Context: an optimization exercise on an open-source flow, tuned for small area, a short achievable clock period and few clock cycles per item. The choices shown serve that exercise and are no tape-out recipe.
The RTL was checked by simulation tests, not by an equivalence proof against the original design.

==> design.v <==
module ccu_muldiv_seq (
    input  logic        clk,
    input  logic        rst,
    input  logic        start,
    input  logic [7:0]  alu_mode,
    input  logic [31:0] src1,
    input  logic [31:0] src2,
    input  logic        flush,
    output logic        stall,
    output logic        done,
    output logic [31:0] result,
    output logic        ccu_ans_mux_sel,
    output logic [1:0]  state_dbg
);
    localparam logic [1:0] S_IDLE = 2'd0, S_MUL = 2'd1, S_DIV = 2'd2, S_DONE = 2'd3;
    localparam logic [1:0] P_PREP = 2'd0, P_INIT = 2'd1, P_STEP = 2'd2, P_FIX = 2'd3;
    function automatic logic [31:0] smear(input logic [31:0] x);
        for (int i = 31; i >= 0; i--)
            smear[i] = (i == 31) ? x[31] : (x[i] | smear[i + 1]);
    endfunction
    function automatic logic [5:0] tlen(input logic [31:0] t);
        logic [32:0] te;
        tlen = 6'd0;
        te = {1'b0, t};
        for (int i = 0; i < 32; i++)
            if (te[i] & ~te[i + 1]) tlen = 6'(i + 1);
    endfunction
    function automatic logic [8:0] pairs(input logic [31:0] s);
        pairs[0] = 1'b1;
        for (int k = 1; k < 9; k++)
            pairs[k] = s[4 * k - 1];
    endfunction
    function automatic logic [2:0] booth(input logic [2:0] w);
        booth = {w[1] ^ w[0],
                 (w[2] & ~w[1] & ~w[0]) | (~w[2] & w[1] & w[0]),
                 w[2]};
    endfunction
    logic [1:0]  state, ph;
    logic [5:0]  ptr;        
    logic [31:0] M;          
    logic [31:0] D;          
    logic [31:0] R;          
    logic [31:0] H;          
    logic [4:0]  hc;         
    logic [5:0]  w1_r, w2_r;
    logic [1:0]  op_r;
    logic        n1_r, n2_r, msign, dsign, sel_r, negres;
    logic        c_one, c_two, c_neg, c_x, c_xz, dbit;
    logic        h_one, h_two, h_neg;
    logic [2:0]  op;
    logic        is_md, accept, s1, s2, n1, n2, dz, swap, early;
    logic [31:0] S1, S2, S1n;
    logic [8:0]  T1, T2, Tm, L;
    logic [36:0] f1, f2;
    logic [4:0]  wf1, wf2;
    logic [3:0]  kbin;
    logic [5:0]  bc1, bc2, bcf;
    assign op     = alu_mode[2:0];
    assign is_md  = (alu_mode[7:4] == 4'h4);
    assign accept = (state == S_IDLE) & start & is_md & ~flush;
    assign s1     = op[2] ? ~op[0] : (op[1:0] != 2'b11);
    assign s2     = op[2] ? ~op[0] : ~op[1];
    assign n1     = s1 & src1[31];
    assign n2     = s2 & src2[31];
    assign dz     = (src2 == 32'd0);
    assign S1     = smear(src1 ^ {32{n1}});
    assign S2     = smear(src2 ^ {32{n2}});
    assign T1     = pairs(S1);
    assign T2     = pairs(S2);
    assign Tm     = T1 & T2;
    assign L      = Tm & ~{1'b0, Tm[8:1]};
    assign swap   = |(T1 & ~T2);
    assign f1     = {{4{n1}}, src1, 1'b0};
    assign f2     = {{4{n2}}, src2, 1'b0};
    always_comb begin
        wf1  = 5'd0;
        wf2  = 5'd0;
        kbin = 4'd0;
        for (int k = 0; k < 9; k++) begin
            wf1  = wf1 | ({5{L[k]}} & f1[4 * k +: 5]);
            wf2  = wf2 | ({5{L[k]}} & f2[4 * k +: 5]);
            kbin = kbin | ({4{L[k]}} & 4'(k));
        end
    end
    assign bc1    = {booth(wf1[4:2]), booth(wf1[2:0])};
    assign bc2    = {booth(wf2[4:2]), booth(wf2[2:0])};
    assign bcf    = swap ? bc2 : bc1;
    assign S1n    = n1 ? {S1[30:0], 1'b1} : S1;
    assign early  = dz | (|(S2 & ~S1n));
    logic        is_div, last, ge, dneg;
    logic [5:0]  pn;
    logic [6:0]  ip1;
    logic [31:0] xres, hsum;
    logic [36:0] mx, dext, mag, hmag, ya, yh, xa, sum;
    logic [4:0]  win;
    assign is_div = state[1];
    assign dneg   = dsign & D[31];
    assign last   = (ptr == 6'd0);
    assign pn     = ptr - 6'd1;
    assign mx     = {{4{msign & M[31]}}, M, 1'b0};
    assign win    = mx[{pn[3:0], 2'b00} +: 5];
    assign dext   = {{5{dneg}}, D};
    assign xres   = sel_r ? R : H;
    assign ip1    = {1'b0, w1_r} + {6'd0, n1_r} - {1'b0, w2_r} + 7'd1;
    assign mag  = c_one ? dext
                : c_two ? {dext[35:0], 1'b0}
                : c_x   ? {5'd0, xres}
                : 37'd0;
    assign hmag = h_one ? dext
                : h_two ? {dext[35:0], 1'b0}
                : 37'd0;
    assign ya  = mag ^ {37{c_neg}};
    assign yh  = {hmag[34:0] ^ {35{h_neg}}, 2'b00};
    assign xa  = c_xz ? 37'd0
               : is_div ? {3'd0, R, dbit, 1'b0}
               : {5'd0, R[27:0], 1'b0, h_neg, 2'b00};
    assign sum = xa + ya + yh + {36'd0, c_neg};
    assign ge  = ~sum[36];
    assign hsum = H + {{27{hc[4]}}, hc};
    always_ff @(posedge clk or posedge rst) begin
        if (rst) begin
            state <= S_IDLE;
        end else begin
            case (state)
                S_IDLE: if (accept) state <= !op[2] ? S_MUL : (early ? S_DONE : S_DIV);
                S_MUL: begin
                    if (flush)
                        state <= S_IDLE;
                    else if (ph == P_FIX || (last && !negres))
                        state <= S_DONE;
                end
                S_DIV: begin
                    if (flush)
                        state <= S_IDLE;
                    else if (ph == P_FIX || (ph == P_STEP && last && !negres))
                        state <= S_DONE;
                end
                default: state <= S_IDLE;
            endcase
        end
    end
    always_ff @(posedge clk) begin
        ptr  <= pn;
        dbit <= M[pn[4:0]] & ~pn[5];
        hc   <= (state == S_MUL) ? sum[36:32] : 5'd0;
        R     <= sum[31:0];
        H     <= {hsum[27:0], R[31:28]};
        {h_one, h_two, h_neg, c_one, c_two, c_neg} <= {booth(win[4:2]), booth(win[2:0])};
        c_x   <= 1'b0;
        c_xz  <= 1'b0;
        case (state)
            S_IDLE: begin
                ptr <= {2'b00, kbin};
                R   <= op[2] ? src1 : 32'd0;
                H   <= {32{op[2] & dz}};
                if (op[2])
                    {h_one, h_two, h_neg, c_one, c_two, c_neg} <= {5'b00000, n1};
                else
                    {h_one, h_two, h_neg, c_one, c_two, c_neg} <= bcf;
                c_x  <= op[2];
                c_xz <= op[2];
            end
            S_MUL: if (ph == P_FIX) H <= hsum;
            S_DIV: begin
                {h_one, h_two, h_neg, c_one, c_two, c_neg} <= {5'b00001, ~dneg};
                H <= {H[30:0], ge};
                case (ph)
                    P_PREP: begin
                        ptr   <= ip1[5:0];
                        c_neg <= ~n2_r;
                        H     <= 32'd0;
                    end
                    P_INIT: begin
                        R <= M >> ptr;
                        H <= 32'd0;
                    end
                    P_STEP: begin
                        R <= ge ? sum[32:1] : {R[30:0], dbit};
                        if (last) begin
                            {h_one, h_two, h_neg, c_one, c_two, c_neg} <= 6'b000001;
                            c_x  <= 1'b1;
                            c_xz <= 1'b1;
                        end
                    end
                    default: ;
                endcase
            end
            default: ;
        endcase
    end
    always_ff @(posedge clk) begin
        case (state)
            S_IDLE: begin
                M      <= (!op[2] && swap) ? src2 : src1;
                D      <= (!op[2] && swap) ? src1 : src2;
                msign  <= swap ? s2 : s1;
                dsign  <= swap ? s1 : s2;
                op_r   <= op[1:0];
                w1_r   <= tlen(S1);
                w2_r   <= tlen(S2);
                n1_r   <= n1;
                n2_r   <= n2;
                ph     <= op[2] ? P_PREP : P_STEP;
                negres <= (op[1:0] != 2'b00);
                sel_r  <= op[2] ? (op[1] | ~early) : (op[1:0] == 2'b00);
            end
            S_MUL: if (last) ph <= P_FIX;
            S_DIV: begin
                case (ph)
                    P_PREP: begin
                        M      <= sum[31:0];
                        msign  <= 1'b0;
                        sel_r  <= op_r[1];
                        negres <= op_r[1] ? n1_r : (n1_r ^ n2_r);
                        ph     <= P_INIT;
                    end
                    P_INIT: ph <= P_STEP;
                    P_STEP: if (last) ph <= P_FIX;
                    default: sel_r <= 1'b1;
                endcase
            end
            default: ;
        endcase
    end
    assign result          = xres;
    assign stall           = accept | (state == S_MUL) | (state == S_DIV);
    assign done            = (state == S_DONE);
    assign ccu_ans_mux_sel = done;
    assign state_dbg       = state;
endmodule
==> run.sh <==
#!/bin/bash
# synth_recipe.tcl (not shown) runs the flow's synth.tcl, then flattens the netlist and writes it again
# the make line also repeats each setting of config.mk as NAME=value (left out here)
make -C /OpenROAD-flow-scripts/flow DESIGN_CONFIG=/design/flow/config.mk WORK_HOME=/design/flow/orfs CLKGATE_MAP_FILE= SYNTH_SCRIPT=/design/flow/synth_recipe.tcl finish
==> config.mk <==
export PLATFORM = sky130hd
export DESIGN_NAME = ccu_muldiv_seq
export DESIGN_NICKNAME = ccu_muldiv_seq
export VERILOG_FILES = /design/flow/design.v
export SDC_FILE = /design/flow/constraint.sdc
export NUM_CORES = 4
export LEC_CHECK = 0
export ABC_AREA = 1
export CAP_MARGIN = 20
export CORE_MARGIN = 2
export CORE_UTILIZATION = 40
export SETUP_SLACK_MARGIN = 5
export SLEW_MARGIN = 20
==> constraint.sdc <==
create_clock -name core_clock -period 10.5 [get_ports {clk}]
set_input_delay 2.1000 -clock core_clock [delete_from_list [all_inputs] [get_ports {clk}]]
set_output_delay 2.1000 -clock core_clock [all_outputs]
set_load 0.01 [all_outputs]
==> results.json, run 1 <==
{
  "status": "complete, but fails checks",
  "violations": "max-capacitance violations, max-slew violations",
  "fin_crit_sh_pct": 55.6,
  "ys_seq_area_share_pct": 22.0,
  "syn2layout_area_growth_pct": 30.5,
  "drtAntennaViolNets": 0,
  "drtPass1Iterations": 7,
  "grt_use_met2_pct": 58.9,
  "finalSetupTns_ns": 0,
  "die_w_microns": 224,
  "drive_gt1_share_pct": 18.7,
  "grt_util_all_layers_pct": 37.5,
  "grt_pass1_vias": 21909,
  "yosysWarningCount": 1,
  "cp_common_cell": "nor2_4",
  "wl_per_cell_microns": 25.2,
  "grt_max_degree": 54,
  "rows": 80,
  "min_period_ns": 5.84,
  "clockBufferDepth": 2,
  "max_freq_mhz": 171,
  "synth.ff_latch_count": 170,
  "startpoint_type": "input port",
  "core_sq_um": 47800,
  "setup-violations-final": 0,
  "grt_pass1_wl_microns": 139000,
  "worstPathMaxFanout": 5,
  "root_buffer": "clkbuf_16",
  "relSlewSlack_pct": -2.33,
  "grt_setup_unrepaired": "yes",
  "regArea_sq_um": 4270,
  "met3_usage_pct": 7.51,
  "synth-edff-count": 85,
  "worst_slack_ns": 4.66,
  "hold_class": "register to register",
  "hp-start": "H[2]",
  "cts_buffers": 17,
  "gp_congestion": 1.04,
  "critical_path_arrival_ns": 6.15,
  "placed_cells": 3592,
  "synthArstFlopShare_pct": 1.18,
  "synth_area_sq_um": 19400,
  "syn_inst": 2976,
  "ys_types": 61,
  "final_cell_count_no_fill": 3820,
  "die_h_microns": 224,
  "met1_usage_pct": 46.9,
  "grt-ovfl-total": 0,
  "syn_nets": 3176,
  "post-place-ws_ns": 2.19,
  "maxCapViolations": 1,
  "end_kind": "register",
  "clock_latency_ns": 0.50,
  "tightest_slew_ns": 1.53,
  "finalHoldViolations": 0,
  "crit_path_start": "src2[27]",
  "num_vias": 23116,
  "clock_sinks": 170,
  "multi_input_comb_area_sq_um": 14700,
  "pin_count": 113,
  "r2r-start": "sel_r",
  "initialDrtViolationCount": 2752,
  "slew_viol_final": 13,
  "wl_microns": 96300,
  "hpwl_microns": 69800,
  "drc": 0,
  "ys.flop_type": "edfxtp_1",
  "crit_slowest_cell": "dlygate4sd2_1",
  "slowest_delay_ns": 0.51,
  "grt_busiest_layer": "met2",
  "portBuffers": 111,
  "fin_worst_skew_ns": 0.0143,
  "h-tree-depth": 4,
  "nNetsFinal": 3391,
  "fillers": 4803,
  "die_area_sq_um": 50300,
  "initial_core_util_pct": 40.6,
  "worstSetupPathType": "input port to register",
  "holdWs_ns": 0.547,
  "vias_per_cell": 6.05,
  "avgSynthCellArea_sq_um": 6.52,
  "clk_pin_slew_worst_paths_ns": 0.08,
  "antenna_found_initial": 3,
  "cts_tree": "done",
  "required_ns": 10.81
}
cell type report:
type,instances,area share (%)
multi-input cells,2295,58.2
flip-flops and latches,170,16.9
well taps,615,3.04
diodes,1,0.00988
inverters,370,5.67
clock buffers,21,1.83
clock inverters,11,0.272
repair buffers,332,13.8
repair inverters,5,0.306
flip-flops by register name, summed over array words and instances, names as in the netlist, 2 cells and up:
name	cells
state	2
M	32
w2_r	6
w1_r	6
hc	5
H	32
ph	2
D	32
ptr	6
R	32
critical path: cells and delay by family:
family	cells	cell delay [ns]
AND/OR/NAND/NOR	22	2.40
AO/OA/AOI/OAI	2	0.31
buffers and inverters	4	1.09
XOR/XNOR	1	0.24
metal layers:
layer / vias up / part of all wire, %
met5: - / 0.013
met4: 2 / 7.1
met3: 322 / 9.1
met2: 1285 / 44
met1: 10975 / 40
li1: 10532 / -
cells by family after synthesis:
logic type | count (synthesis) | share of synthesized area [%]
AND/OR/NAND/NOR | 1120 | 24.0
AO/OA/AOI/OAI | 874 | 26.4
flip-flops | 170 | 22.0
XOR/XNOR | 164 | 7.44
buffers and inverters | 519 | 10.5
adder cells (fa/ha/maj) | 124 | 9.39
multiplexers | 5 | 0.258
cells in the final DEF, fill, tap and decap left out, types with 21 or more instances in the layout:
cell type,n
clkdlybuf4s50_1,88
a31oi_1,23
o21ai_2,50
nor2_2,32
dfxtp_1,82
nand3_1,110
nand2_1,595
o221ai_1,23
o21ai_0,257
ha_1,74
buf_6,48
a22oi_1,39
edfxtp_1,85
a21oi_1,210
xnor2_1,23
buf_12,21
inv_1,347
nor2_1,186
nand2_4,24
o211ai_1,84
buf_4,138
nor2_4,43
xor2_1,134
nand2_2,48
nand4_1,32
o21ai_1,64
fa_1,35
final timing paths:
kind | endpoint | slack, ns | cells after the start
worst max-delay path | M[24] | 4.66 | 29
worst min-delay path | H[3] | 0.55 | 2
worst max register to register | R[7] | 4.69 | 32
worst min register to register | H[3] | 0.55 | 2
max in group asynchronous | state[1] | 8.63 | 2
min in group asynchronous | state[1] | 1.75 | 2
cells in the mapped netlist (32+ instances only):
cell type | count | area [sq um]
nand2_1 | 659 | 2470
inv_1 | 361 | 1360
o21ai_0 | 307 | 1540
nor2_1 | 248 | 931
a21oi_1 | 238 | 1190
xor2_1 | 138 | 1210
clkbuf_1 | 116 | 435
nand3_1 | 116 | 581
ha_1 | 88 | 1100
edfxtp_1 | 85 | 2550
o211ai_1 | 84 | 631
dfxtp_1 | 83 | 1660
o21ai_1 | 51 | 255
a22oi_1 | 42 | 315
fa_1 | 36 | 721
nand4_1 | 32 | 200
what timing repair did:
action | in CTS | in global routing
gates cloned | 22 | 5
resized for setup | 335 | 233
hold endpoints to repair | 0 | 0
setup endpoints to repair | 147 | 117
setup buffers | 116 | 52
hold buffers | 0 | 0
pin swaps | 62 | 133
stage by stage:
step | utilization (%) | area (sq um)
after floorplan | - | 19500
after global placement | 43.9 | 21000
after detailed placement | 44.0 | 21000
after CTS | 50.1 | 24000
after global routing | 52.9 | 25300
final | 52.9 | 25300
Testbench counts, summed over its fixed seeds: cycles 21,296, items 3,200.
==> run 2: changes to the inputs <==
--- a/config.mk
+++ b/config.mk
@@ -6,5 +6,4 @@
 export NUM_CORES = 4
 export LEC_CHECK = 0
-export ABC_AREA = 1
 export CAP_MARGIN = 20
 export CORE_MARGIN = 2
==> results.json, run 2 <==
{
  "status": "complete, no violations",
  "synth_top_cell_area_share_pct": 12.5,
  "required_ns": 10.88,
  "grt_pass1_wl_microns": 129000,
  "clk_pin_slew_worst_paths_ns": 0.07,
  "fin_worst_skew_ns": 0.0153,
  "nNetsFinal": 2765,
  "relSlewSlack_pct": 28.8,
  "core_sq_um": 50200,
  "synth_largest_area_cell": "edfxtp_1",
  "syn_inst": 2540,
  "placed_cells": 3149,
  "final_common_cell": "nand2_1",
  "avgSynthCellArea_sq_um": 8.02,
  "die_area_sq_um": 52700,
  "portBuffers": 111,
  "worst-path-buf-inv": 5,
  "synth-edff-count": 85,
  "tightest_slew_ns": 1.06,
  "setup-violations-final": 0,
  "clockBufferDepth": 2,
  "worstPathMaxFanout": 16,
  "drtAntennaViolNets": 0,
  "drtPass1Iterations": 6,
  "grt-ovfl-total": 0,
  "min_period_ns": 5.48,
  "clock_latency_ns": 0.50,
  "cts_tree": "done",
  "drive_gt1_share_pct": 15.1,
  "worstSetupPathType": "register to register",
  "fin_crit_sh_pct": 52.2,
  "grt_setup_unrepaired": "yes",
  "layout_common_cells": "266 x nand2_1, 197 x a21oi_1, 196 x o21ai_0",
  "slew_viol_final": 0,
  "fillers": 4870,
  "synthTopCellsByCount": "269 x nand2_1, 206 x o21ai_0, 204 x a21oi_1, 180 x nor2_1, 158 x clkbuf_1",
  "synth_most_common_cell": "nand2_1",
  "max_freq_mhz": 183,
  "ys_seq_area_share_pct": 20.9,
  "rows": 82,
  "crit_family": "compound AO/OA/AOI/OAI gates",
  "hpwl_microns": 64700,
  "initialDrtViolationCount": 2714,
  "final_cell_count_no_fill": 3252,
  "drc": 0,
  "synthArstFlopShare_pct": 1.18,
  "initial_core_util_pct": 40.6,
  "cts_hold_buf": 0,
  "startpoint_type": "register",
  "end_kind": "register",
  "syn2layout_area_growth_pct": 17.2,
  "pin_count": 113,
  "gp_congestion": 1.00,
  "grt_max_degree": 67,
  "wl_microns": 89300,
  "crit_slowest_cell": "fa_1",
  "synth.area.top_cells": "edfxtp_1 13%, dfxtp_1 8.2%, ha_1 5.4%",
  "cts_buffers": 17,
  "critical_path_arrival_ns": 5.86,
  "finalHoldViolations": 0,
  "clock_sinks": 170,
  "maxCapViolations": 0,
  "vias_per_cell": 6.61,
  "grt_util_all_layers_pct": 32.4,
  "wl_per_cell_microns": 27.5,
  "ys_types": 96,
  "num_vias": 21483,
  "hold_class": "register to register",
  "antenna_found_initial": 0,
  "h-tree-depth": 4,
  "synth_area_sq_um": 20400,
  "grt_pass1_vias": 20121,
  "crit_chain": "buf_6 -> buf_12 -> clkbuf_16 -> mux2_4 -> a22oi_2 -> o21ai_1 -> xor2_1 -> fa_1 -> ha_4 -> nand2_1 -> and3_4 -> a211o_1 -> o31ai_4 -> nand4_1 -> nand2_2 -> a2111oi_4 -> a311oi_4 -> buf_6 -> buf_12 -> mux2_2 -> a221oi_2 -> o21ai_0",
  "slowest_delay_ns": 0.55,
  "syn_nets": 2740,
  "finalSetupTns_ns": 0,
  "die_w_microns": 230,
  "root_buffer": "clkbuf_16",
  "ys.flop_type": "edfxtp_1",
  "die_h_microns": 230,
  "yosysWarningCount": 1,
  "synth.ff_latch_count": 170
}
[run 2: timing repair]
action / 4_1_cts / 5_1_grt
resized for setup: 90 / 104
endpoints found under the hold margin: 0 / 0
pin swaps: 18 / 24
buffers inserted: 29 / 30
endpoints found under the setup margin: 120 / 99
gates cloned: 3 / 7
[run 2: path summary, 6_finish.rpt]
kind,slack [ns],end,depth (start not counted),startpoint
worst max-delay path,5.02,R[27],22,sel_r
worst min-delay path,0.58,H[30],2,H[29]
worst max register to register,5.02,R[27],22,sel_r
worst min register to register,0.58,H[30],2,H[29]
max in group asynchronous,8.62,state[1],2,rst
min in group asynchronous,1.76,state[0],2,rst
[run 2: layout make-up]
class | instances | area, sq um | share of cell area [%]
multi-input cells | 2069 | 15500 | 65.1
inverters | 83 | 333 | 1.39
clock buffers | 19 | 433 | 1.81
clock inverters | 13 | 141 | 0.592
diodes | 2 | 5.00 | 0.0210
flip-flops and latches | 170 | 4270 | 17.9
well taps | 672 | 841 | 3.52
repair buffers | 224 | 2310 | 9.67
[run 2: stage by stage]
stage	setup slack, ns	cell area [sq um]	utilization [%]	hold slack, ns
after floorplan	5.37	20400	-	0.445
after global placement	2.93	21800	43.4	0.568
after detailed placement	2.89	21800	43.5	0.567
after CTS	5.00	23000	45.9	0.577
after global routing	4.91	23900	47.6	0.606
final	5.02	23900	47.6	0.579
[run 2: cells by family (layout without fill, tap and decap cells)]
group                      after synthesis  in the layout  synth area share, %
muxes                                  220            220                 13.4
other                                    0              2                    0
adders and majority gates              124            124                 8.94
xor gates and xnor gates               137            137                 5.89
and+or+nand+nor                        696            697                 15.8
DFF                                    170            170                 20.9
buffers and inverters                  302            339                 6.09
AOI/OAI and AO/OA                      891            891                 29.0
[run 2: tightest hold or removal path, stage by stage, from the launching register on]
cell and delay [ns]:
dfxtp_1 0.34, a21oi_1 0.13, a2bb2oi_1 0.07
[run 2: metal layers]
layer	part of all wire (%)	vias to the layer above	track usage [%]
met4	6.2	0	18.2
met5	0	-	0
li1	-	9548	-
met1	38	10325	40.4
met2	46	1312	52.7
met3	9.6	298	6.08
==> run 3: changes to the inputs <==
==> flow/run.sh (new file) <==
#!/bin/bash
set -euo pipefail
bash standard.sh SETUP_SLACK_MARGIN=5.5 finish > standard_flow.log 2>&1
==> standard.sh (new file) <==
#!/bin/bash
# synth_recipe.tcl (not shown) runs the flow's synth.tcl, then flattens the netlist and writes it again
# the make line also repeats each setting of config.mk as NAME=value (left out here)
make -C /OpenROAD-flow-scripts/flow DESIGN_CONFIG=/design/flow/config.mk WORK_HOME=/design/flow/orfs CLKGATE_MAP_FILE= SYNTH_SCRIPT=/design/flow/synth_recipe.tcl "${@:-finish}"
--- a/config.mk
+++ b/config.mk
@@ -9,4 +9,3 @@
 export CORE_MARGIN = 2
 export CORE_UTILIZATION = 40
-export SETUP_SLACK_MARGIN = 5
 export SLEW_MARGIN = 20
removed: run.sh
==> results.json, run 3 <==
{
  "grt_util_all_layers_pct": 32.9,
  "final_cell_count_no_fill": 3345,
  "placed_cells": 3146,
  "cp_common_cell": "buf_12",
  "die_area_sq_um": 52700,
  "crit_end": "R[31]",
  "fin_worst_skew_ns": 0.0111,
  "startpoint_type": "register",
  "worstSetupPathType": "register to register",
  "crit_chain": "buf_12 -> buf_12 -> buf_16 -> mux2_4 -> a22oi_2 -> o21ai_1 -> xor2_1 -> fa_2 -> ha_4 -> or4_4 -> o21a_4 -> a21oi_4 -> o31ai_4 -> nand4_1 -> nand2_2 -> a211o_1 -> a311oi_4 -> buf_6 -> buf_12 -> buf_16 -> buf_6 -> mux2_4 -> a21oi_2 -> a211oi_2",
  "finalHoldViolations": 0,
  "synthArstFlopShare_pct": 1.18,
  "holdWs_ns": 0.589,
  "synth_most_common_cell": "nand2_1",
  "synth.ff_latch_count": 170,
  "r2r_slack_ns": 5.12,
  "final_util_pct": 50.4,
  "critical_path_arrival_ns": 5.74,
  "crit_path_start": "sel_r",
  "rows": 82,
  "fin_crit_sh_pct": 51.2,
  "synthTopCellsByCount": "269 x nand2_1, 206 x o21ai_0, 204 x a21oi_1, 180 x nor2_1, 158 x clkbuf_1",
  "clock_latency_ns": 0.48,
  "num_vias": 22106,
  "slew_viol_final": 0,
  "wl_per_cell_microns": 27.2,
  "drive_gt1_share_pct": 22.6,
  "r2r-start": "sel_r",
  "setup-violations-final": 0,
  "tightest_slew_ns": 1.09,
  "die_h_microns": 230,
  "clockBufferDepth": 2,
  "synth_largest_area_cell": "edfxtp_1",
  "min_period_ns": 5.38,
  "clk_pin_slew_worst_paths_ns": 0.07,
  "synth_top_cell_area_share_pct": 12.5,
  "nNetsFinal": 2858,
  "drc": 0,
  "r2r_cells": 24,
  "grt_pass1_wl_microns": 131000,
  "ys.flop_type": "edfxtp_1",
  "drtAntennaViolNets": 0,
  "root_buffer": "clkbuf_16",
  "hold_class": "register to register",
  "gp_congestion": 1.05,
  "end_kind": "register",
  "hpwl_microns": 64400,
  "clock_sinks": 170,
  "grt_pass1_vias": 20569,
  "syn_nets": 2740,
  "finalSetupTns_ns": 0,
  "post-place-ws_ns": 2.46,
  "worst_slack_ns": 5.12,
  "crit_family": "compound AO/OA/AOI/OAI gates",
  "grt-ovfl-total": 0,
  "drtPass1Iterations": 6,
  "ys_seq_area_share_pct": 20.9,
  "syn_inst": 2540,
  "ys_types": 96,
  "synth.area.top_cells": "edfxtp_1 13%, dfxtp_1 8.2%, ha_1 5.4%",
  "synth-edff-count": 85,
  "path_depth": 24,
  "avgSynthCellArea_sq_um": 8.02,
  "syn2layout_area_growth_pct": 24.3,
  "layout_common_cells": "262 x nand2_1, 184 x a21oi_1, 183 x o21ai_0",
  "pin_count": 113,
  "grt_max_degree": 67,
  "crit_slowest_cell": "fa_2",
  "vias_per_cell": 6.61,
  "cts_buffers": 17,
  "yosysWarningCount": 1,
  "final_common_cell": "nand2_1",
  "initial_core_util_pct": 40.6,
  "core_sq_um": 50200,
  "r2r-end": "R[31]",
  "status": "complete, no violations",
  "maxCapViolations": 0,
  "worst-path-buf-inv": 7,
  "worstPathMaxFanout": 8,
  "initialDrtViolationCount": 2783,
  "h-tree-depth": 4,
  "synth_area_sq_um": 20400,
  "grt_setup_unrepaired": "yes",
  "max_freq_mhz": 186,
  "portBuffers": 111,
  "antenna_found_initial": 1,
  "wl_microns": 90900,
  "required_ns": 10.86,
  "slowest_delay_ns": 0.50,
  "cts_tree": "done",
  "relSlewSlack_pct": 27.2,
  "die_w_microns": 230
}
run 3: cell count changes in the layout (fill, tap and decap cells not counted), sizes merged:
cell | before | now
buf | 106 | 225
bufbuf | 1 | 5
bufinv | 2 | 1
clkbuf | 26 | 35
clkdlybuf4s15 | 1 | 5
clkdlybuf4s50 | 81 | 53
clkinv | 7 | 10
clkinvlp | 5 | 2
dlygate4sd2 | 10 | 11
dlymetal6s2s | 18 | 4
inv | 82 | 81
nor2b | 27 | 26
o21a | 40 | 41
run 3: how the worst min path moves through the flow:
stage                 end  startpoint  depth (start not counted)
CTS                 H[30]       H[29]                          2
detailed placement  H[30]       H[29]                          2
floorplan            H[3]       R[31]                          2
finish              H[30]       H[29]                          2
global route        H[30]       H[29]                          2
global placement    H[30]       H[29]                          2
run 3: repair_timing:
action | in CTS | in global routing
hold buffers | 0 | 0
gates cloned | 10 | 2
gates resized for setup | 347 | 174
setup endpoints to repair | 154 | 116
pin swaps | 41 | 83
setup buffers | 77 | 76
run 3: cells by family (layout without fill, tap and decap cells):
family | Yosys count | after routing | synth area share, %
mux | 220 | 220 | 13.4
xor+xnor | 137 | 137 | 5.89
other cells | 0 | 2 | 0
buf+inv | 302 | 432 | 6.09
fa+ha+maj | 124 | 124 | 8.94
compound gates | 891 | 892 | 29.0
simple gates | 696 | 696 | 15.8
flops | 170 | 170 | 20.9
run 3: cell type report:
cell class | count | area (sq um)
clock buffers | 21 | 484
inverters | 83 | 337
diodes | 2 | 5.00
fillers | 4739 | 24900
flip-flops and latches | 170 | 4270
multi-input cells | 2069 | 16200
clock inverters | 11 | 109
repair buffers | 317 | 3100
well taps | 672 | 841
run 3: tightest hold or removal path, delay by kind of cell, from the launching register on:
kind,cells,cell delay (ns)
compound gates,2,0.20
flops,1,0.34
run 3: metrics by stage:
step | instance area [sq um]
after floorplan | 20400
after global placement | 21800
after detailed placement | 21800
after CTS | 24200
after global routing | 25300
final | 25300
run 3: metal layers:
layer	part of all wire, %	vias up	global-route usage (%)
li1	-	9700	-
met1	38	10658	41.4
met2	45	1407	53.2
met3	9.8	339	5.39
met4	7.0	2	19.4
met5	0.011	-	0

static timing again, ports no longer ideal:
How much do the figures lean on ideal ports? The routed layouts below were timed once more, with nothing changed but the port constraints.
Step 1, drivers: a clkbuf_16 drives clk and a buf_2 each remaining input, both assumed.
Step 2, shift: input delay + t, output delay - t, t = (earliest + latest rising clock arrival at the registers) / 2. This alone moves slack from input paths to output paths.
Three values: ideal, step 1, step 2; two values: the first two.
run | t, ns | setup slack, ns | worst slew at a driven data input, ns | pins driven straight from the clock port
run 1 | 0.545 | 4.661 / 4.677 / 4.132 | 0.08 | 1
run 2 | 0.553 | 5.023 / 5.023 / 4.592 | 0.05 | 1
run 3 | 0.531 | 5.121 / 5.121 / 4.924 | 0.08 | 1
The setup slack of run 1, which loses most, moves by +0.016 ns with the drivers and by -0.529 ns with both steps.
